From an optimization exercise on the open Yosys and OpenROAD flow, aimed at small area and a short achievable clock period; shortcuts taken in it are not production practice.
No functional check of the RTL was part of any run shown here.
Power and IR drop assume default switching activity.

==> design/flow/design.v <==
package sa_pkg;
    typedef logic [8-1:0]    pixel_t;       
    typedef logic [8-1:0]    weight_t;      
    typedef logic [(8 + 8 + $clog2(3))-1:0] acc_t;         
    typedef struct packed {
        logic [3-1:0]                     shamt;   
        logic [4-1:0]                      mant;    
        logic [8-3-4-1:0]   pad;     
    } drum_pair_t;
    typedef union packed {
        pixel_t     plain;
        drum_pair_t pair;
    } operand_word_u;
endpackage
`timescale 1ns/10ps
module drum_encoder (
    input  sa_pkg::pixel_t     i_value,         
    output sa_pkg::drum_pair_t o_pair,          
    output sa_pkg::pixel_t     o_dec            
);
    logic [7:0] v;
    logic       h4, h5, h6, h7;                  
    assign v  = i_value;
    assign h7 = v[7];
    assign h6 = v[7] | v[6];
    assign h5 = h6 | v[5];
    assign h4 = h5 | v[4];
    assign o_pair.shamt[2] = h7;
    assign o_pair.shamt[1] = ~h7 & (v[6] | v[5]);
    assign o_pair.shamt[0] = (~h7 & v[6]) | (~h5 & v[4]);
    assign o_pair.pad      = 1'b0;
    assign o_pair.mant[3] = v[7] | v[6] | v[5] | v[4] | v[3];
    assign o_pair.mant[2] = h7 ? v[6] : h6 ? v[5] : h5 ? v[4] : h4 ? v[3] : v[2];
    assign o_pair.mant[1] = h7 ? v[5] : h6 ? v[4] : h5 ? v[3] : h4 ? v[2] : v[1];
    assign o_pair.mant[0] = h4 | v[0];
    assign o_dec[7:5] = v[7:5];
    assign o_dec[4]   = v[4] | v[7];
    assign o_dec[3]   = (v[3] & ~h6) | (v[6] & ~h7);
    assign o_dec[2]   = (v[2] & ~h5) | (v[5] & ~h6);
    assign o_dec[1]   = (v[1] & ~h4) | (v[4] & ~h5);
    assign o_dec[0]   =  v[0] & ~h4;
endmodule
`timescale 1ns/10ps
module mac_pe_first (
    input  logic                  i_clk,
    input  logic                  i_rst_n,
    input  logic                  i_approx,      
    input  sa_pkg::operand_word_u i_operand,     
    input  sa_pkg::pixel_t        i_dec,         
    input  sa_pkg::weight_t       i_weight,
    input  logic                  i_clear,       
    output sa_pkg::operand_word_u o_operand,     
    output sa_pkg::weight_t       o_weight,      
    output sa_pkg::acc_t          o_acc
);
    sa_pkg::drum_pair_t   w_pair;              
    sa_pkg::weight_t      w_dec;               
    logic [7:0]           a_fac, b_fac;
    logic [7:0]           pp0;
    logic [7:0]           pp1;
    logic [7:0]           pp2;
    logic [7:0]           pp3;
    logic [7:0]           pp4;
    logic [7:0]           pp5;
    logic [7:0]           pp6;
    logic [7:0]           pp7;
    logic [17:0]          r_s, r_c;            
    logic [17:0]          acc_sum;
    sa_pkg::acc_t         acc_q;
    logic                 t0;
    logic                 t1;
    logic                 t2;
    logic                 t3;
    logic                 t4;
    logic                 t5;
    logic                 t6;
    logic                 t7;
    logic                 t8;
    logic                 t9;
    logic                 t10;
    logic                 t11;
    logic                 t12;
    logic                 t13;
    logic                 t14;
    logic                 t15;
    logic                 t16;
    logic                 t17;
    logic                 t18;
    logic                 t19;
    logic                 t20;
    logic                 t21;
    logic                 t22;
    logic                 t23;
    logic                 t24;
    logic                 t25;
    logic                 t26;
    logic                 t27;
    logic                 t28;
    logic                 t29;
    logic                 t30;
    logic                 t31;
    logic                 t32;
    logic                 t33;
    logic                 t34;
    logic                 t35;
    logic                 t36;
    logic                 t37;
    logic                 t38;
    logic                 t39;
    logic                 t40;
    logic                 t41;
    logic                 t42;
    logic                 t43;
    logic                 t44;
    logic                 t45;
    logic                 t46;
    logic                 t47;
    logic                 t48;
    logic                 t49;
    logic                 t50;
    logic                 t51;
    logic                 t52;
    logic                 t53;
    logic                 t54;
    logic                 t55;
    logic                 t56;
    logic                 t57;
    logic                 t58;
    logic                 t59;
    logic                 t60;
    logic                 t61;
    logic                 t62;
    logic                 t63;
    logic                 t64;
    logic                 t65;
    logic                 t66;
    logic                 t67;
    logic                 t68;
    logic                 t69;
    logic                 t70;
    logic                 t71;
    logic                 t72;
    logic                 t73;
    logic                 t74;
    logic                 t75;
    logic                 t76;
    logic                 t77;
    logic                 t78;
    logic                 t79;
    logic                 t80;
    logic                 t81;
    logic                 t82;
    logic                 t83;
    logic                 t84;
    logic                 t85;
    logic                 t86;
    logic                 t87;
    logic                 t88;
    logic                 t89;
    logic                 t90;
    logic                 t91;
    logic                 t92;
    logic                 t93;
    logic                 t94;
    logic                 t95;
    logic                 t96;
    logic                 t97;
    logic                 t98;
    logic                 t99;
    logic                 t100;
    logic                 t101;
    logic                 t102;
    logic                 t103;
    logic                 t104;
    logic                 t105;
    logic                 t106;
    logic                 t107;
    logic                 t108;
    logic                 t109;
    logic                 t110;
    logic                 t111;
    drum_encoder u_weight_enc (
        .i_value (i_weight),
        .o_pair  (w_pair),
        .o_dec   (w_dec)
    );
    assign b_fac = i_approx ? w_dec : i_weight;
    assign a_fac = i_approx ? i_dec : i_operand.plain;
    assign pp0 = a_fac[0] ? b_fac : 8'h00;
    assign pp1 = a_fac[1] ? b_fac : 8'h00;
    assign pp2 = a_fac[2] ? b_fac : 8'h00;
    assign pp3 = a_fac[3] ? b_fac : 8'h00;
    assign pp4 = a_fac[4] ? b_fac : 8'h00;
    assign pp5 = a_fac[5] ? b_fac : 8'h00;
    assign pp6 = a_fac[6] ? b_fac : 8'h00;
    assign pp7 = a_fac[7] ? b_fac : 8'h00;
    assign t0 = acc_q[5] ^ pp0[5];
    assign t1 = acc_q[5] & pp0[5];
    assign t2 = acc_q[6] ^ pp0[6] ^ pp1[5];
    assign t3 = (acc_q[6] & pp0[6]) | (acc_q[6] & pp1[5]) | (pp0[6] & pp1[5]);
    assign t4 = pp2[4] ^ pp3[3];
    assign t5 = pp2[4] & pp3[3];
    assign t6 = acc_q[7] ^ pp0[7] ^ pp1[6];
    assign t7 = (acc_q[7] & pp0[7]) | (acc_q[7] & pp1[6]) | (pp0[7] & pp1[6]);
    assign t8 = pp2[5] ^ pp3[4] ^ pp4[3];
    assign t9 = (pp2[5] & pp3[4]) | (pp2[5] & pp4[3]) | (pp3[4] & pp4[3]);
    assign t10 = pp5[2] ^ pp6[1];
    assign t11 = pp5[2] & pp6[1];
    assign t12 = acc_q[8] ^ pp1[7] ^ pp2[6];
    assign t13 = (acc_q[8] & pp1[7]) | (acc_q[8] & pp2[6]) | (pp1[7] & pp2[6]);
    assign t14 = pp3[5] ^ pp4[4] ^ pp5[3];
    assign t15 = (pp3[5] & pp4[4]) | (pp3[5] & pp5[3]) | (pp4[4] & pp5[3]);
    assign t16 = pp6[2] ^ pp7[1];
    assign t17 = pp6[2] & pp7[1];
    assign t18 = acc_q[9] ^ pp2[7] ^ pp3[6];
    assign t19 = (acc_q[9] & pp2[7]) | (acc_q[9] & pp3[6]) | (pp2[7] & pp3[6]);
    assign t20 = pp4[5] ^ pp5[4] ^ pp6[3];
    assign t21 = (pp4[5] & pp5[4]) | (pp4[5] & pp6[3]) | (pp5[4] & pp6[3]);
    assign t22 = acc_q[10] ^ pp3[7] ^ pp4[6];
    assign t23 = (acc_q[10] & pp3[7]) | (acc_q[10] & pp4[6]) | (pp3[7] & pp4[6]);
    assign t24 = acc_q[3] ^ pp0[3];
    assign t25 = acc_q[3] & pp0[3];
    assign t26 = acc_q[4] ^ pp0[4] ^ pp1[3];
    assign t27 = (acc_q[4] & pp0[4]) | (acc_q[4] & pp1[3]) | (pp0[4] & pp1[3]);
    assign t28 = pp2[2] ^ pp3[1];
    assign t29 = pp2[2] & pp3[1];
    assign t30 = pp1[4] ^ pp2[3] ^ pp3[2];
    assign t31 = (pp1[4] & pp2[3]) | (pp1[4] & pp3[2]) | (pp2[3] & pp3[2]);
    assign t32 = pp4[1] ^ pp5[0] ^ t0;
    assign t33 = (pp4[1] & pp5[0]) | (pp4[1] & t0) | (pp5[0] & t0);
    assign t34 = pp4[2] ^ pp5[1] ^ pp6[0];
    assign t35 = (pp4[2] & pp5[1]) | (pp4[2] & pp6[0]) | (pp5[1] & pp6[0]);
    assign t36 = t1 ^ t4 ^ t2;
    assign t37 = (t1 & t4) | (t1 & t2) | (t4 & t2);
    assign t38 = pp7[0] ^ t5 ^ t10;
    assign t39 = (pp7[0] & t5) | (pp7[0] & t10) | (t5 & t10);
    assign t40 = t3 ^ t6 ^ t8;
    assign t41 = (t3 & t6) | (t3 & t8) | (t6 & t8);
    assign t42 = t11 ^ t16 ^ t7;
    assign t43 = (t11 & t16) | (t11 & t7) | (t16 & t7);
    assign t44 = t9 ^ t12 ^ t14;
    assign t45 = (t9 & t12) | (t9 & t14) | (t12 & t14);
    assign t46 = pp7[2] ^ t17 ^ t13;
    assign t47 = (pp7[2] & t17) | (pp7[2] & t13) | (t17 & t13);
    assign t48 = t15 ^ t18 ^ t20;
    assign t49 = (t15 & t18) | (t15 & t20) | (t18 & t20);
    assign t50 = pp5[5] ^ pp6[4] ^ pp7[3];
    assign t51 = (pp5[5] & pp6[4]) | (pp5[5] & pp7[3]) | (pp6[4] & pp7[3]);
    assign t52 = t19 ^ t21 ^ t22;
    assign t53 = (t19 & t21) | (t19 & t22) | (t21 & t22);
    assign t54 = acc_q[11] ^ pp4[7] ^ pp5[6];
    assign t55 = (acc_q[11] & pp4[7]) | (acc_q[11] & pp5[6]) | (pp4[7] & pp5[6]);
    assign t56 = pp6[5] ^ pp7[4] ^ t23;
    assign t57 = (pp6[5] & pp7[4]) | (pp6[5] & t23) | (pp7[4] & t23);
    assign t58 = acc_q[12] ^ pp5[7] ^ pp6[6];
    assign t59 = (acc_q[12] & pp5[7]) | (acc_q[12] & pp6[6]) | (pp5[7] & pp6[6]);
    assign t60 = acc_q[2] ^ pp0[2];
    assign t61 = acc_q[2] & pp0[2];
    assign t62 = pp1[2] ^ pp2[1] ^ pp3[0];
    assign t63 = (pp1[2] & pp2[1]) | (pp1[2] & pp3[0]) | (pp2[1] & pp3[0]);
    assign t64 = pp4[0] ^ t25 ^ t28;
    assign t65 = (pp4[0] & t25) | (pp4[0] & t28) | (t25 & t28);
    assign t66 = t29 ^ t27 ^ t30;
    assign t67 = (t29 & t27) | (t29 & t30) | (t27 & t30);
    assign t68 = t31 ^ t34 ^ t33;
    assign t69 = (t31 & t34) | (t31 & t33) | (t34 & t33);
    assign t70 = t35 ^ t38 ^ t37;
    assign t71 = (t35 & t38) | (t35 & t37) | (t38 & t37);
    assign t72 = t39 ^ t41 ^ t42;
    assign t73 = (t39 & t41) | (t39 & t42) | (t41 & t42);
    assign t74 = t43 ^ t45 ^ t46;
    assign t75 = (t43 & t45) | (t43 & t46) | (t45 & t46);
    assign t76 = t50 ^ t47 ^ t49;
    assign t77 = (t50 & t47) | (t50 & t49) | (t47 & t49);
    assign t78 = t51 ^ t54 ^ t53;
    assign t79 = (t51 & t54) | (t51 & t53) | (t54 & t53);
    assign t80 = pp7[5] ^ t55 ^ t58;
    assign t81 = (pp7[5] & t55) | (pp7[5] & t58) | (t55 & t58);
    assign t82 = acc_q[13] ^ pp6[7] ^ pp7[6];
    assign t83 = (acc_q[13] & pp6[7]) | (acc_q[13] & pp7[6]) | (pp6[7] & pp7[6]);
    assign t84 = acc_q[1] ^ pp0[1];
    assign t85 = acc_q[1] & pp0[1];
    assign t86 = pp1[1] ^ pp2[0] ^ t60;
    assign t87 = (pp1[1] & pp2[0]) | (pp1[1] & t60) | (pp2[0] & t60);
    assign t88 = t61 ^ t24 ^ t62;
    assign t89 = (t61 & t24) | (t61 & t62) | (t24 & t62);
    assign t90 = t63 ^ t26 ^ t64;
    assign t91 = (t63 & t26) | (t63 & t64) | (t26 & t64);
    assign t92 = t65 ^ t32 ^ t66;
    assign t93 = (t65 & t32) | (t65 & t66) | (t32 & t66);
    assign t94 = t67 ^ t36 ^ t68;
    assign t95 = (t67 & t36) | (t67 & t68) | (t36 & t68);
    assign t96 = t40 ^ t69 ^ t70;
    assign t97 = (t40 & t69) | (t40 & t70) | (t69 & t70);
    assign t98 = t44 ^ t71 ^ t72;
    assign t99 = (t44 & t71) | (t44 & t72) | (t71 & t72);
    assign t100 = t48 ^ t73 ^ t74;
    assign t101 = (t48 & t73) | (t48 & t74) | (t73 & t74);
    assign t102 = t52 ^ t75 ^ t76;
    assign t103 = (t52 & t75) | (t52 & t76) | (t75 & t76);
    assign t104 = t56 ^ t77 ^ t78;
    assign t105 = (t56 & t77) | (t56 & t78) | (t77 & t78);
    assign t106 = t57 ^ t80 ^ t79;
    assign t107 = (t57 & t80) | (t57 & t79) | (t80 & t79);
    assign t108 = t59 ^ t82 ^ t81;
    assign t109 = (t59 & t82) | (t59 & t81) | (t82 & t81);
    assign t110 = acc_q[14] ^ pp7[7] ^ t83;
    assign t111 = (acc_q[14] & pp7[7]) | (acc_q[14] & t83) | (pp7[7] & t83);
    assign r_s[0] = acc_q[0];
    assign r_c[0] = pp0[0];
    assign r_s[1] = pp1[0];
    assign r_c[1] = t84;
    assign r_s[2] = t85;
    assign r_c[2] = t86;
    assign r_s[3] = t87;
    assign r_c[3] = t88;
    assign r_s[4] = t89;
    assign r_c[4] = t90;
    assign r_s[5] = t91;
    assign r_c[5] = t92;
    assign r_s[6] = t93;
    assign r_c[6] = t94;
    assign r_s[7] = t95;
    assign r_c[7] = t96;
    assign r_s[8] = t97;
    assign r_c[8] = t98;
    assign r_s[9] = t99;
    assign r_c[9] = t100;
    assign r_s[10] = t101;
    assign r_c[10] = t102;
    assign r_s[11] = t103;
    assign r_c[11] = t104;
    assign r_s[12] = t105;
    assign r_c[12] = t106;
    assign r_s[13] = t108;
    assign r_c[13] = t107;
    assign r_s[14] = t110;
    assign r_c[14] = t109;
    assign r_s[15] = acc_q[15];
    assign r_c[15] = t111;
    assign r_s[16] = acc_q[16];
    assign r_c[16] = 1'b0;
    assign r_s[17] = acc_q[17];
    assign r_c[17] = 1'b0;
    assign acc_sum = r_s + r_c;
    always_ff @(posedge i_clk or negedge i_rst_n) begin
        if (!i_rst_n) begin
            o_operand <= '0;
            o_weight  <= '0;
        end else begin
            o_operand <= i_operand;      
            o_weight  <= i_weight;
        end
    end
    always_ff @(posedge i_clk or negedge i_rst_n) begin
        if (!i_rst_n) begin
            acc_q <= '0;
        end else if (i_clear) begin
            acc_q <= '0;
        end else begin
            acc_q <= acc_sum;
        end
    end
    assign o_acc = acc_q;
endmodule
`timescale 1ns/10ps
module mac_pe (
    input  logic                  i_clk,
    input  logic                  i_rst_n,
    input  logic                  i_approx,      
    input  sa_pkg::operand_word_u i_operand,     
    input  sa_pkg::weight_t       i_weight,
    input  logic                  i_clear,       
    output sa_pkg::operand_word_u o_operand,     
    output sa_pkg::weight_t       o_weight,      
    output sa_pkg::acc_t          o_acc
);
    sa_pkg::drum_pair_t   w_pair;              
    sa_pkg::weight_t      w_dec;               
    logic [7:0]           b_fac;               
    logic [9:0]           op3;                 
    logic [5:0]           mant3;               
    logic [10:0]          x1;                  
    logic [12:0]          x3;                  
    logic [12:0]          rowv [4];
    logic [15:0]          p_s, p_c;            
    logic                 p_ovf;               
    logic [15:0]          m_s;
    logic [16:0]          m_c;                 
    logic [16:0]          lo_sum;
    logic [1:0]           hi_base;
    logic [17:0]          acc_sum;
    sa_pkg::acc_t         acc_q;
    logic                 t0;
    logic                 t1;
    logic                 t2;
    logic                 t3;
    logic                 t4;
    logic                 t5;
    logic                 t6;
    logic                 t7;
    logic                 t8;
    logic                 t9;
    logic                 t10;
    logic                 t11;
    logic                 t12;
    logic                 t13;
    logic                 t14;
    logic                 t15;
    logic                 t16;
    logic                 t17;
    logic                 t18;
    logic                 t19;
    logic                 t20;
    logic                 t21;
    logic                 t22;
    logic                 t23;
    logic                 t24;
    logic                 t25;
    logic                 t26;
    logic                 t27;
    logic                 t28;
    logic                 t29;
    logic                 t30;
    logic                 t31;
    logic                 t32;
    logic                 t33;
    logic                 t34;
    logic                 t35;
    logic                 t36;
    logic                 t37;
    logic                 t38;
    logic                 t39;
    logic                 t40;
    logic                 t41;
    logic                 t42;
    logic                 t43;
    logic                 t44;
    logic                 t45;
    logic                 t46;
    logic                 t47;
    logic                 t48;
    logic                 t49;
    logic                 t50;
    logic                 t51;
    logic                 t52;
    logic                 t53;
    logic                 t54;
    logic                 t55;
    logic                 t56;
    logic                 t57;
    logic                 t58;
    logic                 t59;
    logic                 t60;
    logic                 t61;
    logic                 t62;
    logic                 t63;
    logic                 t64;
    logic                 t65;
    logic                 t66;
    logic                 t67;
    logic                 t68;
    logic                 t69;
    drum_encoder u_weight_enc (
        .i_value (i_weight),
        .o_pair  (w_pair),
        .o_dec   (w_dec)
    );
    assign b_fac = i_approx ? w_dec : i_weight;
    assign t0 = i_operand.plain[0] ^ 1'b0;
    assign t1 = i_operand.plain[0] & 1'b0;
    assign t2 = i_operand.plain[1] ^ i_operand.plain[0] ^ t1;
    assign t3 = (i_operand.plain[1] & i_operand.plain[0]) | (i_operand.plain[1] & t1) | (i_operand.plain[0] & t1);
    assign t4 = i_operand.plain[2] ^ i_operand.plain[1] ^ t3;
    assign t5 = (i_operand.plain[2] & i_operand.plain[1]) | (i_operand.plain[2] & t3) | (i_operand.plain[1] & t3);
    assign t6 = i_operand.plain[3] ^ i_operand.plain[2] ^ t5;
    assign t7 = (i_operand.plain[3] & i_operand.plain[2]) | (i_operand.plain[3] & t5) | (i_operand.plain[2] & t5);
    assign t8 = i_operand.plain[4] ^ i_operand.plain[3] ^ t7;
    assign t9 = (i_operand.plain[4] & i_operand.plain[3]) | (i_operand.plain[4] & t7) | (i_operand.plain[3] & t7);
    assign t10 = i_operand.plain[5] ^ i_operand.plain[4] ^ t9;
    assign t11 = (i_operand.plain[5] & i_operand.plain[4]) | (i_operand.plain[5] & t9) | (i_operand.plain[4] & t9);
    assign t12 = i_operand.plain[6] ^ i_operand.plain[5] ^ t11;
    assign t13 = (i_operand.plain[6] & i_operand.plain[5]) | (i_operand.plain[6] & t11) | (i_operand.plain[5] & t11);
    assign t14 = i_operand.plain[7] ^ i_operand.plain[6] ^ t13;
    assign t15 = (i_operand.plain[7] & i_operand.plain[6]) | (i_operand.plain[7] & t13) | (i_operand.plain[6] & t13);
    assign t16 = i_operand.plain[7] ^ t15;
    assign t17 = i_operand.plain[7] & t15;
    assign t18 = i_operand.pair.mant[0] ^ 1'b0;
    assign t19 = i_operand.pair.mant[0] & 1'b0;
    assign t20 = i_operand.pair.mant[1] ^ i_operand.pair.mant[0] ^ t19;
    assign t21 = (i_operand.pair.mant[1] & i_operand.pair.mant[0]) | (i_operand.pair.mant[1] & t19) | (i_operand.pair.mant[0] & t19);
    assign t22 = i_operand.pair.mant[2] ^ i_operand.pair.mant[1] ^ t21;
    assign t23 = (i_operand.pair.mant[2] & i_operand.pair.mant[1]) | (i_operand.pair.mant[2] & t21) | (i_operand.pair.mant[1] & t21);
    assign t24 = i_operand.pair.mant[3] ^ i_operand.pair.mant[2] ^ t23;
    assign t25 = (i_operand.pair.mant[3] & i_operand.pair.mant[2]) | (i_operand.pair.mant[3] & t23) | (i_operand.pair.mant[2] & t23);
    assign t26 = i_operand.pair.mant[3] ^ t25;
    assign t27 = i_operand.pair.mant[3] & t25;
    assign op3   = {t17, t16, t14, t12, t10, t8, t6, t4, t2, t0};
    assign mant3 = {t27, t26, t24, t22, t20, t18};
    assign x1 = i_approx ? {7'b0, i_operand.pair.mant} << i_operand.pair.shamt
                         : {3'b000, i_operand.plain};
    assign x3 = i_approx ? {7'b0, mant3} << i_operand.pair.shamt
                         : {3'b000, op3};
    always_comb begin
        for (int k = 0; k < 4; k++) begin
            case (b_fac[2*k +: 2])
                2'd0: rowv[k] = '0;
                2'd1: rowv[k] = {2'b00, x1};
                2'd2: rowv[k] = {1'b0, x1, 1'b0};
                default: rowv[k] = x3;
            endcase
        end
    end
    assign t28 = rowv[0][6] ^ rowv[1][4];
    assign t29 = rowv[0][6] & rowv[1][4];
    assign t30 = rowv[0][7] ^ rowv[1][5] ^ rowv[2][3];
    assign t31 = (rowv[0][7] & rowv[1][5]) | (rowv[0][7] & rowv[2][3]) | (rowv[1][5] & rowv[2][3]);
    assign t32 = rowv[0][8] ^ rowv[1][6] ^ rowv[2][4];
    assign t33 = (rowv[0][8] & rowv[1][6]) | (rowv[0][8] & rowv[2][4]) | (rowv[1][6] & rowv[2][4]);
    assign t34 = rowv[0][9] ^ rowv[1][7] ^ rowv[2][5];
    assign t35 = (rowv[0][9] & rowv[1][7]) | (rowv[0][9] & rowv[2][5]) | (rowv[1][7] & rowv[2][5]);
    assign t36 = rowv[0][10] ^ rowv[1][8] ^ rowv[2][6];
    assign t37 = (rowv[0][10] & rowv[1][8]) | (rowv[0][10] & rowv[2][6]) | (rowv[1][8] & rowv[2][6]);
    assign t38 = rowv[0][11] ^ rowv[1][9] ^ rowv[2][7];
    assign t39 = (rowv[0][11] & rowv[1][9]) | (rowv[0][11] & rowv[2][7]) | (rowv[1][9] & rowv[2][7]);
    assign t40 = rowv[0][12] ^ rowv[1][10] ^ rowv[2][8];
    assign t41 = (rowv[0][12] & rowv[1][10]) | (rowv[0][12] & rowv[2][8]) | (rowv[1][10] & rowv[2][8]);
    assign t42 = rowv[1][11] ^ rowv[2][9];
    assign t43 = rowv[1][11] & rowv[2][9];
    assign t44 = rowv[1][12] ^ rowv[2][10];
    assign t45 = rowv[1][12] & rowv[2][10];
    assign t46 = rowv[0][4] ^ rowv[1][2];
    assign t47 = rowv[0][4] & rowv[1][2];
    assign t48 = rowv[0][5] ^ rowv[1][3] ^ rowv[2][1];
    assign t49 = (rowv[0][5] & rowv[1][3]) | (rowv[0][5] & rowv[2][1]) | (rowv[1][3] & rowv[2][1]);
    assign t50 = rowv[2][2] ^ rowv[3][0] ^ t28;
    assign t51 = (rowv[2][2] & rowv[3][0]) | (rowv[2][2] & t28) | (rowv[3][0] & t28);
    assign t52 = rowv[3][1] ^ t29 ^ t30;
    assign t53 = (rowv[3][1] & t29) | (rowv[3][1] & t30) | (t29 & t30);
    assign t54 = rowv[3][2] ^ t31 ^ t32;
    assign t55 = (rowv[3][2] & t31) | (rowv[3][2] & t32) | (t31 & t32);
    assign t56 = rowv[3][3] ^ t33 ^ t34;
    assign t57 = (rowv[3][3] & t33) | (rowv[3][3] & t34) | (t33 & t34);
    assign t58 = rowv[3][4] ^ t35 ^ t36;
    assign t59 = (rowv[3][4] & t35) | (rowv[3][4] & t36) | (t35 & t36);
    assign t60 = rowv[3][5] ^ t37 ^ t38;
    assign t61 = (rowv[3][5] & t37) | (rowv[3][5] & t38) | (t37 & t38);
    assign t62 = rowv[3][6] ^ t39 ^ t40;
    assign t63 = (rowv[3][6] & t39) | (rowv[3][6] & t40) | (t39 & t40);
    assign t64 = rowv[3][7] ^ t42 ^ t41;
    assign t65 = (rowv[3][7] & t42) | (rowv[3][7] & t41) | (t42 & t41);
    assign t66 = rowv[3][8] ^ t43 ^ t44;
    assign t67 = (rowv[3][8] & t43) | (rowv[3][8] & t44) | (t43 & t44);
    assign t68 = rowv[2][11] ^ rowv[3][9] ^ t45;
    assign t69 = (rowv[2][11] & rowv[3][9]) | (rowv[2][11] & t45) | (rowv[3][9] & t45);
    assign p_s[0] = rowv[0][0];
    assign p_c[0] = 1'b0;
    assign p_s[1] = rowv[0][1];
    assign p_c[1] = 1'b0;
    assign p_s[2] = rowv[0][2];
    assign p_c[2] = rowv[1][0];
    assign p_s[3] = rowv[0][3];
    assign p_c[3] = rowv[1][1];
    assign p_s[4] = rowv[2][0];
    assign p_c[4] = t46;
    assign p_s[5] = t47;
    assign p_c[5] = t48;
    assign p_s[6] = t49;
    assign p_c[6] = t50;
    assign p_s[7] = t51;
    assign p_c[7] = t52;
    assign p_s[8] = t53;
    assign p_c[8] = t54;
    assign p_s[9] = t55;
    assign p_c[9] = t56;
    assign p_s[10] = t57;
    assign p_c[10] = t58;
    assign p_s[11] = t59;
    assign p_c[11] = t60;
    assign p_s[12] = t61;
    assign p_c[12] = t62;
    assign p_s[13] = t63;
    assign p_c[13] = t64;
    assign p_s[14] = t66;
    assign p_c[14] = t65;
    assign p_s[15] = t67;
    assign p_c[15] = t68;
    assign p_ovf = 17'({1'b0, p_s} + {1'b0, p_c}) >> 16;
    assign m_s = acc_q[15:0] ^ p_s ^ p_c;
    assign m_c = {(acc_q[15:0] & p_s) | (acc_q[15:0] & p_c) | (p_s & p_c), 1'b0};
    assign lo_sum = 17'(m_s) + 17'(m_c[15:0]);
    assign hi_base[0] = acc_q[16] ^ m_c[16] ^ p_ovf;
    assign hi_base[1] = acc_q[17] ^ ((acc_q[16] & m_c[16] & ~p_ovf) | (~acc_q[16] & ~m_c[16] & p_ovf));
    assign acc_sum[15:0] = lo_sum[15:0];
    assign acc_sum[16]   = hi_base[0] ^ lo_sum[16];
    assign acc_sum[17]   = lo_sum[16] ? hi_base[1] ^ hi_base[0] : hi_base[1];
    always_ff @(posedge i_clk or negedge i_rst_n) begin
        if (!i_rst_n) begin
            o_operand <= '0;
            o_weight  <= '0;
        end else begin
            o_operand <= i_operand;      
            o_weight  <= i_weight;
        end
    end
    always_ff @(posedge i_clk or negedge i_rst_n) begin
        if (!i_rst_n) begin
            acc_q <= '0;
        end else if (i_clear) begin
            acc_q <= '0;
        end else begin
            acc_q <= acc_sum;
        end
    end
    assign o_acc = acc_q;
endmodule
`timescale 1ns/10ps
module systolic_row (
    input  logic                          i_clk,
    input  logic                          i_rst_n,
    input  logic                          i_approx,        
    input  sa_pkg::pixel_t                i_pixel,         
    input  logic [8*8-1:0]       i_weight,        
    input  logic [8-1:0]              i_clear,         
    output logic [8*(8 + 8 + $clog2(3))-1:0]    o_acc_result,    
    output logic [8-1:0]             o_pass_pixel,    
    output logic [8*8-1:0]       o_pass_weight    
);
    sa_pkg::drum_pair_t    pixel_pair;                     
    sa_pkg::pixel_t        pixel_dec;                      
    sa_pkg::operand_word_u entry_word;
    logic [8:0][8-1:0] operand_chain;             
    drum_encoder u_pixel_enc (
        .i_value (i_pixel),
        .o_pair  (pixel_pair),
        .o_dec   (pixel_dec)
    );
    always_comb begin
        entry_word.plain = i_pixel;
        if (i_approx) begin
            entry_word.pair = pixel_pair;    
        end
    end
    assign operand_chain[0] = entry_word;
    genvar n;
    generate
        for (n = 0; n < 8; n++) begin : g_pe
            if (n == 0) begin : g_first
                mac_pe_first u_mac_pe (
                    .i_clk      (i_clk),
                    .i_rst_n    (i_rst_n),
                    .i_approx   (i_approx),
                    .i_operand  (operand_chain[n]),
                    .i_dec      (pixel_dec),
                    .i_weight   (i_weight[n*8 +: 8]),
                    .i_clear    (i_clear[n]),
                    .o_operand  (operand_chain[n+1]),
                    .o_weight   (o_pass_weight[n*8 +: 8]),
                    .o_acc      (o_acc_result[n*(8 + 8 + $clog2(3)) +: (8 + 8 + $clog2(3))])
                );
            end else begin : g_rest
                mac_pe u_mac_pe (
                    .i_clk      (i_clk),
                    .i_rst_n    (i_rst_n),
                    .i_approx   (i_approx),
                    .i_operand  (operand_chain[n]),
                    .i_weight   (i_weight[n*8 +: 8]),
                    .i_clear    (i_clear[n]),
                    .o_operand  (operand_chain[n+1]),
                    .o_weight   (o_pass_weight[n*8 +: 8]),
                    .o_acc      (o_acc_result[n*(8 + 8 + $clog2(3)) +: (8 + 8 + $clog2(3))])
                );
            end
        end
    endgenerate
    assign o_pass_pixel = operand_chain[8];
endmodule
==> design/flow/run.sh <==
#!/bin/bash
# synth_recipe.tcl (not shown) runs the flow's synth.tcl, then flattens the netlist and writes it again
# the make line also repeats each setting of config.mk as NAME=value (left out here)
make -C /OpenROAD-flow-scripts/flow DESIGN_CONFIG=/design/flow/config.mk WORK_HOME=/design/flow/orfs CLKGATE_MAP_FILE= SYNTH_SCRIPT=/design/flow/synth_recipe.tcl finish
==> design/flow/config.mk <==
export PLATFORM = sky130hd
export DESIGN_NAME = systolic_row
export DESIGN_NICKNAME = systolic_row
export VERILOG_FILES = /design/flow/design.v
export SDC_FILE = /design/flow/constraint.sdc
export NUM_CORES = 4
export LEC_CHECK = 0
export CAP_MARGIN = 20
export CORE_MARGIN = 2
export CORE_UTILIZATION = 40
export SLEW_MARGIN = 20
==> design/flow/constraint.sdc <==
create_clock -name core_clock -period 10.5 [get_ports {i_clk}]
set_input_delay 2.1000 -clock core_clock [delete_from_list [all_inputs] [get_ports {i_clk}]]
set_output_delay 2.1000 -clock core_clock [all_outputs]
set_load 0.01 [all_outputs]
==> key figures, run 1 <==
Outcome
  • Outcome: finished clean

STA
  • Final setup fails: 0
  • Worst clock skew: 0.0216 ns
  • Setup ws final: 2.06 ns
  • RSZ-0062 raised after global routing: false
  • Slew HR: 29.6%
  • Min Tclk post-route: 8.44 ns
  • Slew @ Worst Pin: 1.06 ns
  • Max frequency: 119 MHz
  • Final period util: 80.4%
  • Slew Viols, Final: 0
  • Final Hold Fails: 0
  • Setup TNS: 0 ns

Routing
  • Antenna Nets Post-Route: 0
  • Initial drt markers: 2443
  • Pre-antenna DRT Iters: 6
  • Drt total wl: 103000 µm
  • Detailed-route via count: 31900
  • Vias per cell: 5.60
  • Wire per inst: 18.1 µm
  • Post-route DRC: 0

Setup path
  • Crit. End Element: flip-flop
  • Reg2reg setup slack: 2.49 ns
  • Crit path kind: in2reg
  • Critical path peak fanout: 20
  • Critical path required time: 10.96 ns
  • Worst setup SP type: input pin
  • Critical Path AT: 8.90 ns

Finish
  • Layout cell share with drive strength beyond 1: 4.03%
  • Area delta synth->final: 15.0%
  • Fin nets: 5207
  • Antenna diode count: 0

Synthesis
  • Asr flop ratio synth: 100%
  • YS warnings: 4
  • Ys flop type: dfrtp_1
  • Syn_nets: 5011
  • Post-Syn Area per Cell: 8.20 µm²
  • EDFF count, synth: 0
  • Cells after Synth: 4315
  • Post-synth top area share: 19.2%
  • Post-synthesis sequential area ratio: 19.2%
  • Synth area leader: dfrtp_1
  • Yosys reg bits: 272
  • Area contributors post-synth: dfrtp_1 19%, fa_1 15%, ha_1 12%
  • Synth unique cells: 99
  • Post-synth design cell area: 0.0354 mm²

Clock tree
  • H-tree depth: 2
  • Post-CTS Setup Inserts: 0
  • Max Root-Sink Buffers: 3
  • Total CTS buffers: 38
  • CTS Hold Bufs: 0
  • Count of cells resized by post-cts repair: 0
  • CTS Root Cell: clkbuf_16
  • Clk Latency, worst-skew pair: 0.59 ns
  • Clock transition at path regs: 0.06 ns
  • Sink Count: 272
  • CTS tree: done

Placement
  • Final HPWL DP: 80400 µm
  • Port Buf Inserts: 298
  • Dpl ws: 1.67 ns
  • GP Congestion: 0.934

GRT
  • Global-route wire length before repair: 168000 µm
  • Vias in the first global route: 30700
  • Total GRT Usage: 22.5%
  • Initial antenna violation count: 0
  • GRT overflow: 0
  • Largest net degree at the start of global routing: 98

Floorplan
  • Core box area: 0.0880 mm²
  • Row count: 109
  • Die area: 0.0908 mm²
  • Die height: 301 µm
  • Die X: 301 µm
  • Initial Utilization: 40.2%
  • # IOs: 299

Power and ir drop
  • LEAKAGE: 18.6 nW
  • PwrDens: 215 mW/mm²
  • Worst vdd ir: 200 µV

Min path
  • Hold Path Class: reg2reg

Run
  • Max Cap Violations: 0
==> synth_stat cells, types with 11 or more instances <==
| library cell | n |
|---|---|
| a221oi_1 | 11 |
| nor2_1 | 500 |
| nor2b_1 | 81 |
| and3_1 | 25 |
| o22a_1 | 19 |
| o21ai_1 | 11 |
| or2_2 | 18 |
| dfrtp_1 | 272 |
| a31oi_1 | 34 |
| nand2_1 | 389 |
| xnor2_1 | 89 |
| a21boi_0 | 19 |
| or3_1 | 20 |
| a21o_1 | 75 |
| nand3_1 | 59 |
| fa_1 | 273 |
| o21ai_0 | 304 |
| buf_1 | 19 |
| mux2i_1 | 70 |
| and2_1 | 44 |
| nor3_1 | 84 |
| a21oi_1 | 331 |
| mux2_2 | 32 |
| ha_1 | 340 |
| nand4_1 | 15 |
| o31ai_1 | 12 |
| clkbuf_1 | 153 |
| o41ai_1 | 11 |
| a22o_1 | 26 |
| a22oi_1 | 46 |
| nor3b_1 | 13 |
| o22ai_1 | 90 |
| o21bai_1 | 23 |
| o211ai_1 | 46 |
| a32o_1 | 13 |
| a211oi_1 | 34 |
| nand3b_1 | 12 |
| o21a_1 | 36 |
| inv_1 | 363 |
| a32oi_1 | 13 |
| nand2b_1 | 55 |
| xor2_1 | 64 |
==> cells in the final DEF, fill, tap and decap left out, drive strengths merged, types with 90 or more instances in the layout <==
cell / n
nand2: 389
nor2: 500
a21oi: 331
inv: 366
dfrtp: 272
o22ai: 90
fa: 273
ha: 340
clkdlybuf4s50: 296
o21ai: 317
==> report_power, final <==
| group | total, mW | switching (mW) | internal (mW) |
|---|---|---|---|
| Clock | 1.32 | 0.530 | 0.788 |
| Combinational | 5.88 | 3.25 | 2.63 |
| Sequential | 1.52 | 0.233 | 1.29 |
==> area by class of cell <==
cell class | instances | area [µm²]
clock buffer | 47 | 1060
clock inverter | 18 | 204
fill | 8618 | 47300
inverter | 372 | 1400
multi-input combinational | 3488 | 26500
sequential | 272 | 6810
tap | 1165 | 1460
timing repair buffer | 339 | 3300
==> worst max-delay path: stages <==
cell and delay [ns]:
clkdlybuf4s50_1 0.85, a21oi_1 0.97, nor2_1 0.31, a22o_1 0.35
fa_1 0.53, fa_1 0.60, fa_1 0.43, ha_1 0.27
or4_1 0.52, o21a_1 0.21, a41o_1 0.26, o41ai_1 0.67
nand2b_1 0.20, mux2i_1 0.07, a32oi_1 0.19, mux2_2 0.36
==> kinds of logic after synthesis <==
kind of cell             after synthesis  synth area share, %
AND/OR/NAND/NOR                     1353                 17.5
XOR/XNOR                             153                 3.79
buffers and inverters                555                 5.96
AO/OA/AOI/OAI                       1256                 22.6
flip-flops                           272                 19.2
multiplexers                         107                 3.23
adder cells (fa/ha/maj)              619                 27.7
==> sequential cells by signal (all words and copies together) (netlist names) <==
| signal | flops |
|---|---|
| g_pe.g_first.u_mac_pe.o_weight | 8 |
| g_pe.g_rest.u_mac_pe.acc_q | 126 |
| g_pe.g_first.u_mac_pe.acc_q | 18 |
| g_pe.g_first.u_mac_pe.o_operand | 8 |
| g_pe.g_rest.u_mac_pe.o_weight | 56 |
| g_pe.g_rest.u_mac_pe.o_operand | 56 |
==> metrics by stage <==
stage	hold WS [ns]	instances	total power [mW]	utilization, %	area [µm²]
finish	0.455	5701	8.73	46.2	40700
global route	0.470	5701	9.64	46.2	40700
CTS	0.449	5701	8.80	46.2	40700
detailed placement	0.445	5636	7.38	44.8	39400
global placement	0.438	5636	7.35	44.8	39400
floorplan	0.349	4315	5.85	-	35400
==> final timing paths <==
| check | endpoint | cells past startpoint | from |
|---|---|---|---|
| max in group asynchronous | g_pe[1].g_rest.u_mac_pe.acc_q[1] | 2 | i_rst_n |
| max reg2reg | g_pe[6].g_rest.u_mac_pe.acc_q[17] | 28 | g_pe[5].g_rest.u_mac_pe.o_operand[1] |
| min in group asynchronous | g_pe[5].g_rest.u_mac_pe.acc_q[6] | 1 | i_rst_n |
| min reg2reg | g_pe[2].g_rest.u_mac_pe.o_operand[0] | 0 | g_pe[1].g_rest.u_mac_pe.o_operand[0] |
| max | g_pe[3].g_rest.u_mac_pe.acc_q[17] | 16 | i_weight[31] |
| min | g_pe[2].g_rest.u_mac_pe.o_operand[0] | 0 | g_pe[1].g_rest.u_mac_pe.o_operand[0] |
==> metal layers <==
layer	part of all wire (%)	vias up	routed length (µm)	track usage [%]
met5	0	-	0	0
met4	2.3	0	2340	5.59
met3	5.7	151	5850	3.04
met2	47	945	48300	36.9
met1	45	15300	46800	31.1
li1	-	15500	-	-
==> run 2, diff against run 1 <==
--- a/design/flow/config.mk
+++ b/design/flow/config.mk
@@ -9,3 +9,3 @@
 export CORE_MARGIN = 2
-export CORE_UTILIZATION = 40
+export CORE_UTILIZATION = 65
 export SLEW_MARGIN = 20
==> run 2 against run 1 <==
  * Still clean
  * Sequential power about the same
  * Register-to-register slack improved by 0.07 ns
  * Worst hold slack got worse by 0.033 ns
  * Synthesized area unchanged
  * Total power increased by 0.11%
  * Via count increased by 3.6%
  * Worst setup slack got worse by 0.035 ns
  * Critical path depth increased by 7
  * Clock power decreased by 6%
  * Synthesized cell count unchanged
  * First-iteration DRC count increased by 31%
  * Largest cell class unchanged
==> key figures, run 2 <==
Clock tree
  • Clock transition at path regs: 0.06 ns (about the same)
  • Total CTS buffers: 35 (-7.9%)
  • Sink Count: 272 (unchanged)
  • Post-CTS Setup Inserts: 0 (unchanged)
  • CTS Hold Bufs: 0 (unchanged)
  • Count of cells resized by post-cts repair: 0 (unchanged)
  • Max Root-Sink Buffers: 3 (unchanged)
  • CTS Root Cell: clkbuf_16
  • CTS tree: done
  • H-tree depth: 2 (unchanged)
  • Clk Latency, worst-skew pair: 0.58 ns (about the same)

Synthesis
  • Post-synth top area share: 19.2% (unchanged)
  • Compound-gate portion of the synthesized area: 22.6% (unchanged)
  • Synth area leader: dfrtp_1
  • Yosys reg bits: 272 (unchanged)
  • Cells after Synth: 4315 (unchanged)
  • Ys flop type: dfrtp_1
  • Adder-cell share of the synthesized area: 27.7% (unchanged)
  • Post-synthesis sequential area ratio: 19.2% (unchanged)
  • EDFF count, synth: 0 (unchanged)
  • Area contributors post-synth: dfrtp_1 19%, fa_1 15%, ha_1 12%
  • Simple-Gate Fraction of Synth Area: 17.5% (unchanged)
  • Synth cell count leaders: 500 x nor2_1, 389 x nand2_1, 363 x inv_1, 340 x ha_1, 331 x a21oi_1
  • Mux cell area share after synthesis: 3.23% (unchanged)
  • Most frequent cell after synthesis: nor2_1
  • Post-synth design cell area: 0.0354 mm² (unchanged)
  • Asr flop ratio synth: 100% (unchanged)
  • Syn_nets: 5011 (unchanged)
  • Synth unique cells: 99 (unchanged)
  • Largest family of logic cells by synthesized area: adder cells
  • Post-Synth XOR/XNOR Area: 3.79% (unchanged)
  • YS warnings: 4 (unchanged)
  • Post-Syn Area per Cell: 8.20 µm² (unchanged)

Placement
  • Port Buf Inserts: 298 (unchanged)
  • GP Congestion: 0.985 (+5.5%)
  • Final HPWL DP: 75600 µm (-5.9%)

Finish
  • Largest register FFs: 126 (unchanged)
  • Area delta synth->final: 12.7%
  • Most common cell after layout, fill and taps aside: nor2_1
  • Antenna diode count: 0 (unchanged)
  • Largest regs: g_pe.g_rest.u_mac_pe.acc_q (126), g_pe.g_rest.u_mac_pe.o_operand (56), g_pe.g_rest.u_mac_pe.o_weight (56)
  • Layout cell share with drive strength beyond 1: 3.54% (-0.49 points)
  • Fin nets: 5188 (-0.36%)
  • Largest register by flop count: g_pe.g_rest.u_mac_pe.acc_q
  • Commonest non-fill, non-tap cells in the layout: 500 x nor2_1, 389 x nand2_1, 363 x inv_1, 340 x ha_1, 331 x a21oi_1

Routing
  • Wire per inst: 19.0 µm (+5.1%)
  • Pre-antenna DRT Iters: 6 (unchanged)
  • Drt total wl: 99300 µm (-3.9%)
  • Post-route DRC: 0 (unchanged)
  • Initial drt markers: 3204 (+31%)
  • Antenna Nets Post-Route: 0 (unchanged)
  • Detailed-route via count: 33100 (+3.6%)
  • Vias per cell: 6.35 (+13%)

GRT
  • Total GRT Usage: 35.2% (+13 points)
  • Initial antenna violation count: 2 (+2)
  • Global-route wire length before repair: 164000 µm (-2.3%)
  • Vias in the first global route: 32400 (+5.2%)
  • GRT overflow: 0 (unchanged)
  • Largest net degree at the start of global routing: 124 (+27%)

Setup path
  • Critical path required time: 10.93 ns (-0.03 ns)
  • WP buf/inv: 4 (+3)
  • Critical Path AT: 8.90 ns (about the same)
  • Family with the most delay on the worst path: compound AO/OA/AOI/OAI gates
  • Critical path peak fanout: 123 (+520%)
  • Crit path kind: in2reg
  • Crit. End Element: flip-flop
  • Crit-path cells: clkbuf_8 > clkinv_2 > buf_4 > a21oi_1 > nor2_1 > a21oi_1 > o22ai_1 > fa_1 > ha_1 > o41ai_1 > inv_1 > ha_1 > xnor2_1 > ha_1 > a21o_1 > a21oi_1 > o2111a_1 > o31ai_1 > nand2_1 > mux2i_1 > a2bb2oi_1 > xor2_1 > nor2_1
  • Slowest library cell on the worst path: clkinv_2
  • R2r startpoint: g_pe[5].g_rest.u_mac_pe.o_operand[1]
  • CP startpoint: i_approx
  • Slowest stage delay, CP: 0.71 ns (-0.26 ns)
  • Worst setup SP type: input pin

STA
  • RSZ-0062 raised after global routing: false
  • Setup TNS: 0 ns (unchanged)
  • Slew Viols, Final: 0 (unchanged)
  • Final Hold Fails: 0 (unchanged)
  • Max frequency: 118 MHz (-0.41%)
  • Final setup fails: 0 (unchanged)
  • Slew HR: 28.9% (-0.72 points)
  • Final period util: 80.7% (+0.33 points)
  • Worst clock skew: 0.0196 ns (-0.00200 ns)
  • Min Tclk post-route: 8.47 ns (+0.0349 ns)
  • Slew @ Worst Pin: 1.07 ns (+0.0109 ns)

Power and ir drop
  • PwrDens: 219 mW/mm² (+2.1%)
  • LEAKAGE: 18.4 nW (-0.69%)
  • Total Power: 8.74 mW (+0.11%)
  • Worst vdd ir: 304 µV (+52%)

Floorplan
  • Die height: 237 µm (-21%)
  • # IOs: 299 (unchanged)
  • Die area: 0.0563 mm² (-38%)
  • Die X: 237 µm (-21%)
  • Initial Utilization: 65.7% (+26 points)
  • Core box area: 0.0538 mm² (-39%)
  • Row count: 85 (-22%)

Min path
  • HP Start: g_pe[1].g_rest.u_mac_pe.o_operand[0]
  • Hold Path Class: reg2reg

Outcome
  • Outcome: finished clean

Run
  • Max Cap Violations: 0 (unchanged)
[run 2: kinds of logic (layout without fill, tap and decap cells)]
family                   count (synthesis)  in the layout
AO/OA/AOI/OAI                         1256           1256
XOR/XNOR                               153            153
adder cells (fa/ha/maj)                619            619
buffers and inverters                  555            755
flip-flops                             272            272
multiplexers                           107            107
AND/OR/NAND/NOR                       1353           1353
[run 2: worst reg2reg max path, delay by kind of cell, from the launching register on]
family	cells	cell delay [ns]
compound gates	10	2.22
xor+xnor	1	0.11
fa+ha+maj	9	3.59
buf+inv	2	0.15
flops	1	0.50
mux	1	0.47
simple gates	5	0.80
[run 2: layout make-up]
cell class / instances / area, µm²
tap: 696 / 871
inverter: 372 / 1400
timing repair buffer: 323 / 3180
sequential: 272 / 6810
fill: 4266 / 13900
clock buffer: 45 / 986
clock inverter: 15 / 171
multi-input combinational: 3488 / 26500
[run 2: path summary, 6_finish.rpt]
check,end,cells past startpoint,slack [ns]
max,g_pe[4].g_rest.u_mac_pe.acc_q[17],23,2.03
min,g_pe[2].g_rest.u_mac_pe.o_operand[0],0,0.42
max reg2reg,g_pe[6].g_rest.u_mac_pe.acc_q[17],28,2.56
min reg2reg,g_pe[2].g_rest.u_mac_pe.o_operand[0],0,0.42
max in group asynchronous,g_pe[0].g_first.u_mac_pe.o_operand[2],2,7.62
min in group asynchronous,g_pe[5].g_rest.u_mac_pe.acc_q[17],1,1.49
[run 2: power breakdown]
group | internal (mW) | leakage [nW] | switching, mW | total [mW]
clock network | 0.739 | 0.572 | 0.506 | 1.24
logic | 2.64 | 14.5 | 3.31 | 5.95
registers | 1.29 | 3.37 | 0.248 | 1.54
[run 2: per-layer routing]
layer	track usage, %	vias to the layer above	wire (µm)
li1	-	15500	-
met1	47.1	15700	41700
met2	58.0	1583	46500
met3	5.75	290	7660
met4	12.5	4	3380
met5	0	-	30
[run 2: stage by stage]
stage	utilization, %	instances	hold WS [ns]	instance area (µm²)	setup WS [ns]
floorplan	-	4315	0.349	35400	1.94
global placement	71.9	5151	0.403	38700	1.69
detailed placement	71.9	5151	0.407	38700	1.54
CTS	74.1	5211	0.421	39900	2.14
global route	74.1	5211	0.431	39900	1.46
finish	74.1	5211	0.422	39900	2.03
==> run 3, diff against run 2 <==
--- a/design/flow/config.mk
+++ b/design/flow/config.mk
@@ -10,2 +10,3 @@
 export CORE_UTILIZATION = 65
+export SETUP_SLACK_MARGIN = 3
 export SLEW_MARGIN = 20
==> run 3 against run 2 <==
  * Synthesized area did not move
  * Non-clock buffer count rose by 11
  * Cell count rose by 0.29%
  * Sequential cell count did not move
  * Core utilization rose by 1.4 points
  * Total power rose by 3.1%
  * Sequential power barely moved
  * Largest power group unchanged
==> key figures, run 3 <==
Outcome
  • Outcome: finished clean

Setup path
  • Crit. End Element: flip-flop
  • Critical path peak fanout: 20 (-84%)
  • Slowest stage delay, CP: 0.48 ns (-0.23 ns)
  • Cell mode on critical path: ha_1
  • Reg2reg setup slack: 3.26 ns (+0.70 ns)
  • Critical Path AT: 7.82 ns (-1.08 ns)
  • Critical path required time: 10.96 ns (+0.03 ns)
  • Slowest library cell on the worst path: mux4_2
  • Worst setup SP type: input pin
  • Crit path kind: in2reg
  • Crit-path cells: clkdlybuf4s50_1 > buf_4 > or2_1 > a21o_4 > a21oi_1 > o22ai_1 > fa_2 > ha_4 > a2111oi_2 > a221o_1 > inv_1 > ha_1 > xnor2_1 > ha_1 > and2_4 > a221oi_2 > o21ai_1 > nor3_2 > a21oi_2 > a31o_4 > and2_1 > mux4_2 > o31a_1 > o21ba_1

STA
  • Setup TNS: 0 ns (unchanged)
  • Slew HR: 37.1% (+8.3 points)
  • Worst clock skew: 0.0243 ns (+0.00469 ns)
  • Final setup fails: 0 (unchanged)
  • RSZ-0062 raised after global routing: true
  • Final period util: 70.1% (-11 points)
  • Slew @ Worst Pin: 0.941 ns (-0.125 ns)
  • Slew Viols, Final: 0 (unchanged)
  • Min Tclk post-route: 7.36 ns (-1.11 ns)
  • Max frequency: 136 MHz (+15%)
  • Final Hold Fails: 0 (unchanged)
  • Setup ws final: 3.14 ns (+1.11 ns)

Floorplan
  • Die X: 237 µm (unchanged)
  • Initial Utilization: 65.7% (unchanged)
  • Core box area: 0.0538 mm² (unchanged)
  • Die area: 0.0563 mm² (unchanged)
  • Die height: 237 µm (unchanged)
  • # IOs: 299 (unchanged)
  • Row count: 85 (unchanged)

Synthesis
  • Post-synth top area share: 19.2% (unchanged)
  • Post-synth design cell area: 0.0354 mm² (unchanged)
  • Synth cell count leaders: 500 x nor2_1, 389 x nand2_1, 363 x inv_1, 340 x ha_1, 331 x a21oi_1
  • Post-Syn Area per Cell: 8.20 µm² (unchanged)
  • YS warnings: 4 (unchanged)
  • Yosys reg bits: 272 (unchanged)
  • Area contributors post-synth: dfrtp_1 19%, fa_1 15%, ha_1 12%
  • Synth unique cells: 99 (unchanged)
  • Asr flop ratio synth: 100% (unchanged)
  • Syn_nets: 5011 (unchanged)
  • Cells after Synth: 4315 (unchanged)
  • Synth area leader: dfrtp_1
  • Ys flop type: dfrtp_1
  • Most frequent cell after synthesis: nor2_1
  • Post-synthesis sequential area ratio: 19.2% (unchanged)
  • EDFF count, synth: 0 (unchanged)

Finish
  • Design Area, Final: 0.0406 mm² (+1.9%)
  • Fillers: 4155 (-2.6%)
  • Largest register FFs: 126 (unchanged)
  • Largest regs: g_pe.g_rest.u_mac_pe.acc_q (126), g_pe.g_rest.u_mac_pe.o_operand (56), g_pe.g_rest.u_mac_pe.o_weight (56)
  • Largest register by flop count: g_pe.g_rest.u_mac_pe.acc_q
  • Layout cell share with drive strength beyond 1: 6.14% (+2.6 points)
  • Area delta synth->final: 14.9%
  • Most common cell after layout, fill and taps aside: nor2_1
  • Fin nets: 5199 (+0.21%)
  • Commonest non-fill, non-tap cells in the layout: 496 x nor2_1, 381 x nand2_1, 363 x inv_1, 336 x ha_1, 309 x a21oi_1

Power and ir drop
  • Clk network pwr share: 15.1% (+0.8 points)
  • Sw Pwr: 4.16 mW (+2.3%)
  • PwrDens: 222 mW/mm² (+1.1%)
  • Sequential share of power: 17.0% (-0.6 points)
  • Combinational share of power: 67.9% (-0.2 points)
  • Sw Ratio: 46.2% (-0.35 points)
  • LEAKAGE: 18.8 nW (+1.7%)
  • Int Pwr: 4.84 mW (+3.7%)
  • Worst vdd ir: 288 µV (-5.5%)

Routing
  • Vias per cell: 6.35 (about the same)
  • Pre-antenna DRT Iters: 8 (+2)
  • Initial drt markers: 3295 (+2.8%)
  • Antenna Nets Post-Route: 0 (unchanged)
  • Post-route DRC: 0 (unchanged)
  • Detailed-route via count: 33200 (+0.31%)
  • Drt total wl: 100000 µm (+0.95%)
  • Wire per inst: 19.2 µm (+0.66%)

Clock tree
  • Max Root-Sink Buffers: 3 (unchanged)
  • CTS Root Cell: clkbuf_16
  • Clk Latency, worst-skew pair: 0.58 ns (about the same)
  • Sink Count: 272 (unchanged)
  • Clock transition at path regs: 0.07 ns (about the same)
  • CTS tree: done
  • Total CTS buffers: 35 (unchanged)
  • H-tree depth: 2 (unchanged)
  • CTS Hold Bufs: 0 (unchanged)

Placement
  • Port Buf Inserts: 298 (unchanged)
  • DP Area: 0.0388 mm² (+0.26%)
  • Dpl ws: 1.70 ns (+0.154 ns)
  • Final HPWL DP: 75000 µm (-0.85%)
  • GP Congestion: 0.974 (-1.1%)

Min path
  • Hold Path Class: reg2reg

GRT
  • Largest net degree at the start of global routing: 122 (-1.6%)
  • GRT overflow: 0 (unchanged)
  • Vias in the first global route: 31600 (-2.3%)
  • Global-route wire length before repair: 162000 µm (-1.3%)
  • Total GRT Usage: 34.8% (-0.34 points)
  • Initial antenna violation count: 1 (-1)

Run
  • Max Cap Violations: 0 (unchanged)
## run 3: cell counts after synthesis
No cell type changed its count.
## run 3: worst max-delay path: cells and delay by family
| family | cells | cell delay (ns) |
|---|---|---|
| XOR/XNOR | 1 | 0.15 |
| adder cells (fa/ha/maj) | 4 | 1.28 |
| multiplexers | 1 | 0.48 |
| AO/OA/AOI/OAI | 11 | 2.21 |
| buffers and inverters | 3 | 0.72 |
| AND/OR/NAND/NOR | 4 | 0.90 |
## run 3: cell type report
type	instances	area [µm²]	share of cell area, %
Sequential cell	272	6820	16.8
Inverter	372	1410	3.47
Antenna cell	1	2.50	0.00616
Clock buffer	41	958	2.36
Multi-Input combinational cell	3488	26900	66.2
Timing Repair Buffer	334	3340	8.22
Tap cell	696	871	2.14
Clock inverter	22	320	0.788
## run 3: cells by family after synthesis
group	synth area share, %
adder cells (fa/ha/maj)	27.7
AND/OR/NAND/NOR	17.5
XOR/XNOR	3.79
multiplexers	3.23
AO/OA/AOI/OAI	22.6
buffers and inverters	5.96
flip-flops	19.2
## run 3: what timing repair did
item / 4_1_cts / 5_1_grt
pin swaps: 1 / 14
gates resized for setup: 36 / 98
cloned: 1 / 2
buffers inserted: 1 / 19
setup endpoints to repair: 22 / 15
## run 3: power groups by stage
stage	clock network [mW]	registers [mW]	logic [mW]
6_report	1.36	1.53	6.11
5_1_grt	1.42	1.57	6.85
4_1_cts	1.38	1.54	5.96
3_5_place_dp	0	1.55	5.86
3_3_place_gp	0	1.55	5.70
2_1_floorplan	0	1.56	4.34
## run 3: per-layer routing
metal,track usage (%),vias to the layer above,routed length (µm)
li1,-,15500,-
met1,47.6,15800,41900
met2,57.7,1554,47600
met3,4.25,270,7250
met4,11.8,0,3490
met5,0,-,0
## run 3: per-stage QoR
| step | cells | util (%) | hold slack, ns | total power, mW |
|---|---|---|---|---|
| 3_3_place_gp | 5139 | 72.1 | 0.395 | 7.25 |
| 6_report | 5226 | 75.5 | 0.416 | 9.00 |
| 3_5_place_dp | 5139 | 72.1 | 0.392 | 7.42 |
| 5_1_grt | 5226 | 75.5 | 0.430 | 9.83 |
| 2_1_floorplan | 4315 | - | 0.349 | 5.90 |
| 4_1_cts | 5204 | 74.7 | 0.416 | 8.88 |
## run 3: final timing paths
path	cells past startpoint	endpoint	startpoint
worst max-delay path	24	g_pe[6].g_rest.u_mac_pe.acc_q[17]	i_weight[55]
worst min-delay path	0	g_pe[2].g_rest.u_mac_pe.o_operand[0]	g_pe[1].g_rest.u_mac_pe.o_operand[0]
worst max register to register	28	g_pe[6].g_rest.u_mac_pe.acc_q[17]	g_pe[5].g_rest.u_mac_pe.o_operand[1]
worst min register to register	0	g_pe[2].g_rest.u_mac_pe.o_operand[0]	g_pe[1].g_rest.u_mac_pe.o_operand[0]
max in group asynchronous	3	g_pe[6].g_rest.u_mac_pe.acc_q[6]	i_rst_n
min in group asynchronous	1	g_pe[5].g_rest.u_mac_pe.acc_q[16]	i_rst_n
==> run 4, diff against run 3 <==
--- a/design/flow/config.mk
+++ b/design/flow/config.mk
@@ -10,3 +10,3 @@
 export CORE_UTILIZATION = 65
-export SETUP_SLACK_MARGIN = 3
+export CTS_BUF_LIST = sky130_fd_sc_hd__clkbuf_4 sky130_fd_sc_hd__clkbuf_8
 export SLEW_MARGIN = 20
==> run 4 against run 3 <==
  * Global-route usage is 0.25 points higher
  * Worst hold slack better by 0.012 ns
  * Sequential share of layout area is 0.29 points higher
  * Register-to-register slack worse by 0.72 ns
  * Via count is 0.19% higher
  * Critical path depth is 8 lower
  * Core utilization is 1.5 points lower
  * First-iteration DRC count is 5.0% higher
  * Sequential cell count stayed put
  * Total power is 4.2% lower
  * Critical path type unchanged
  * Largest power group unchanged
==> key figures, run 4 <==
Outcome
  • Outcome: finished clean

Finish
  • Layout cell share with drive strength beyond 1: 4.33% (-1.8 points)
  • Area delta synth->final: 12.7%
  • Commonest non-fill, non-tap cells in the layout: 500 x nor2_1, 389 x nand2_1, 363 x inv_1, 340 x ha_1, 331 x a21oi_1
  • Fin nets: 5204 (+0.096%)
  • Final Non-Filler Cells: 5244 (+0.34%)
  • Most common cell after layout, fill and taps aside: nor2_1
  • Largest register FFs: 126 (unchanged)
  • Largest regs: g_pe.g_rest.u_mac_pe.acc_q (126), g_pe.g_rest.u_mac_pe.o_operand (56), g_pe.g_rest.u_mac_pe.o_weight (56)
  • Largest register by flop count: g_pe.g_rest.u_mac_pe.acc_q
  • Fillers: 4258 (+2.5%)
  • Design Area, Final: 0.0398 mm² (-2.0%)

Power and ir drop
  • Worst vdd ir: 285 µV (-0.82%)
  • LEAKAGE: 18.5 nW (-1.5%)
  • PwrDens: 217 mW/mm² (-2.3%)

Setup path
  • CP Capture Point: g_pe[3].g_rest.u_mac_pe.acc_q[17]
  • Critical path required time: 11.04 ns (+0.08 ns)
  • Crit. End Element: flip-flop
  • Crit path kind: in2reg
  • CP startpoint: i_weight[31]
  • R2r startpoint: g_pe[5].g_rest.u_mac_pe.o_operand[1]
  • Worst setup SP type: input pin
  • Critical Path AT: 8.93 ns (+1.11 ns)
  • Critical path peak fanout: 20 (unchanged)
  • R2R Path End: g_pe[6].g_rest.u_mac_pe.acc_q[17]
  • Worst r2r path cells: 28 (unchanged)
  • Reg2reg setup slack: 2.54 ns (-0.72 ns)

Clock tree
  • Clock transition at path regs: 0.06 ns (about the same)
  • Total CTS buffers: 51 (+46%)
  • CTS Hold Bufs: 0 (unchanged)
  • CTS tree: done
  • Max Root-Sink Buffers: 3 (unchanged)
  • Post-CTS Setup Inserts: 0 (-1)
  • CTS Root Cell: clkbuf_8
  • H-tree depth: 2 (unchanged)
  • Count of cells resized by post-cts repair: 0 (-100%)
  • Sink Count: 272 (unchanged)
  • Clk Latency, worst-skew pair: 0.66 ns (+0.08 ns)

STA
  • RSZ-0062 raised after global routing: false
  • Final Hold Fails: 0 (unchanged)
  • Min Tclk post-route: 8.39 ns (+1.02 ns)
  • Slew @ Worst Pin: 1.10 ns (+0.156 ns)
  • Setup ws final: 2.11 ns (-1.02 ns)
  • Final period util: 79.9% (+9.8 points)
  • Setup TNS: 0 ns (unchanged)
  • Slew Viols, Final: 0 (unchanged)
  • Final setup fails: 0 (unchanged)
  • Slew HR: 26.8% (-10 points)
  • Worst clock skew: 0.0234 ns (-0.000981 ns)
  • Max frequency: 119 MHz (-12%)

Floorplan
  • # IOs: 299 (unchanged)
  • Die height: 237 µm (unchanged)
  • Core box area: 0.0538 mm² (unchanged)
  • Row count: 85 (unchanged)
  • Initial Utilization: 65.7% (unchanged)
  • Die X: 237 µm (unchanged)
  • Die area: 0.0563 mm² (unchanged)

Placement
  • Dpl ws: 1.54 ns (-0.154 ns)
  • Final HPWL DP: 75600 µm (+0.86%)
  • Cell Count Post-Placement: 5151 (+0.23%)
  • DP Area: 0.0387 mm² (-0.25%)
  • GP Congestion: 0.985 (+1.1%)
  • Port Buf Inserts: 298 (unchanged)

Routing
  • Antenna Nets Post-Route: 0 (unchanged)
  • Post-route DRC: 0 (unchanged)
  • Detailed-route via count: 33200 (+0.19%)
  • Pre-antenna DRT Iters: 6 (-2)
  • Initial drt markers: 3460 (+5.0%)
  • Drt total wl: 99000 µm (-1.2%)
  • Wire per inst: 18.9 µm (-1.5%)
  • Vias per cell: 6.34 (-0.15%)

GRT
  • GRT overflow: 0 (unchanged)
  • Global-route wire length before repair: 164000 µm (+1.1%)
  • Initial antenna violation count: 3 (+2)
  • Largest net degree at the start of global routing: 124 (+1.6%)
  • Total GRT Usage: 35.1% (+0.25 points)
  • Vias in the first global route: 32400 (+2.5%)

Synthesis
  • Synth area leader: dfrtp_1
  • Area contributors post-synth: dfrtp_1 19%, fa_1 15%, ha_1 12%
  • Synth cell count leaders: 500 x nor2_1, 389 x nand2_1, 363 x inv_1, 340 x ha_1, 331 x a21oi_1
  • Most frequent cell after synthesis: nor2_1
  • Post-synth top area share: 19.2% (unchanged)
  • Post-Syn Area per Cell: 8.20 µm² (unchanged)
  • Syn_nets: 5011 (unchanged)
  • Post-synthesis sequential area ratio: 19.2% (unchanged)
  • Post-synth design cell area: 0.0354 mm² (unchanged)
  • EDFF count, synth: 0 (unchanged)
  • Asr flop ratio synth: 100% (unchanged)
  • Yosys reg bits: 272 (unchanged)
  • YS warnings: 4 (unchanged)
  • Ys flop type: dfrtp_1
  • Cells after Synth: 4315 (unchanged)
  • Synth unique cells: 99 (unchanged)

Run
  • Max Cap Violations: 0 (unchanged)

Min path
  • Hold Path Class: reg2reg
==> run 4: cell counts after synthesis <==
Identical to the previous run, type by type.
==> run 4: logic make-up (layout without fill, tap and decap cells) <==
kind of cell,count (synthesis),after routing,synth area share [%]
simple gates,1353,1353,17.5
compound gates,1256,1256,22.6
fa+ha+maj,619,619,27.7
buf+inv,555,787,5.96
flops,272,272,19.2
xor+xnor,153,153,3.79
mux,107,107,3.23
other cells,0,1,0
==> run 4: critical path: stages <==
cell	delay (ns)
clkdlybuf4s50_1	0.85
a21oi_1	1.01
nor2_1	0.32
a22o_1	0.35
fa_1	0.53
fa_1	0.61
fa_1	0.43
ha_1	0.26
or4_1	0.51
o21a_1	0.21
a41o_1	0.26
o41ai_1	0.67
nand2b_1	0.20
mux2i_1	0.07
a32oi_1	0.18
mux2_2	0.36
==> run 4: layout make-up <==
| cell class | instances | area [µm²] | area share [%] |
|---|---|---|---|
| multi-input combinational | 3488 | 26500 | 66.4 |
| antenna | 1 | 2.50 | 0.00628 |
| clock buffer | 78 | 986 | 2.47 |
| sequential | 272 | 6810 | 17.1 |
| clock inverter | 14 | 151 | 0.380 |
| inverter | 372 | 1400 | 3.51 |
| tap | 696 | 871 | 2.19 |
| timing repair buffer | 323 | 3180 | 7.98 |
==> run 4: routing by layer <==
metal  vias to the layer above  global-route usage, %  share of wire (%)
li1                      15500                      -                  -
met1                     15900                   47.2                 42
met2                      1571                   57.5                 47
met3                       276                   5.32                7.8
met4                         4                   13.2                3.4
met5                         -                      0              0.030
==> run 4: through the flow <==
step	util [%]	hold WS (ns)	total power, mW
after global routing	74.1	0.434	9.48
after CTS	74.0	0.421	8.61
after detailed placement	71.9	0.407	7.36
after floorplan	-	0.349	5.85
after global placement	71.9	0.403	7.20
final	74.1	0.428	8.63
==> run 4: report_power, final <==
part / total, mW / internal [mW] / switching, mW
logic: 5.93 / 2.64 / 3.29
clock network: 1.16 / 0.670 / 0.493
registers: 1.54 / 1.29 / 0.246
==> run 4: worst min path at each step <==
stage | end | cells after the start | startpoint | slack [ns]
after floorplan | g_pe[6].g_rest.u_mac_pe.o_operand[6] | 0 | g_pe[5].g_rest.u_mac_pe.o_operand[6] | 0.35
after global placement | g_pe[2].g_rest.u_mac_pe.o_operand[0] | 0 | g_pe[1].g_rest.u_mac_pe.o_operand[0] | 0.40
after detailed placement | g_pe[2].g_rest.u_mac_pe.o_operand[0] | 0 | g_pe[1].g_rest.u_mac_pe.o_operand[0] | 0.41
after CTS | g_pe[2].g_rest.u_mac_pe.o_operand[0] | 0 | g_pe[1].g_rest.u_mac_pe.o_operand[0] | 0.42
after global routing | g_pe[2].g_rest.u_mac_pe.o_operand[0] | 0 | g_pe[1].g_rest.u_mac_pe.o_operand[0] | 0.43
final | g_pe[2].g_rest.u_mac_pe.o_operand[0] | 0 | g_pe[1].g_rest.u_mac_pe.o_operand[0] | 0.43

## afterwards: timing with drivers on the ports
Ports are ideal in the flow. The routed layouts listed here were re-timed in OpenROAD. Step 1: set_driving_cell puts a clkbuf_16 on i_clk and a buf_2 on each other input, an assumption about the parent block. Step 2 adds t to the input delays and takes it off the output delays; t is the mean of the earliest and latest rising clock arrival at the registers after step 1. Input paths then give back, and output paths get back, about the clock's delay inside the block. Three values: no drivers, after step 1, after step 2; two values: the first two.
run	t (ns)	setup WS [ns]	worst setup path at the end	worst data-port slew with drivers (ns)
run 1	0.647	2.062 / 2.108 / 1.461	input to register	0.06
run 2	0.630	2.027 / 2.050 / 1.420	input to register	0.07
run 3	0.629	3.138 / 3.103 / 2.473	input to register	0.17
run 4	0.714	2.114 / 2.147 / 1.433	input to register	0.07
After both steps every run listed still meets setup and hold. The setup slack of run 4, which loses most, moves by +0.033 ns with the drivers and by -0.681 ns with both steps.
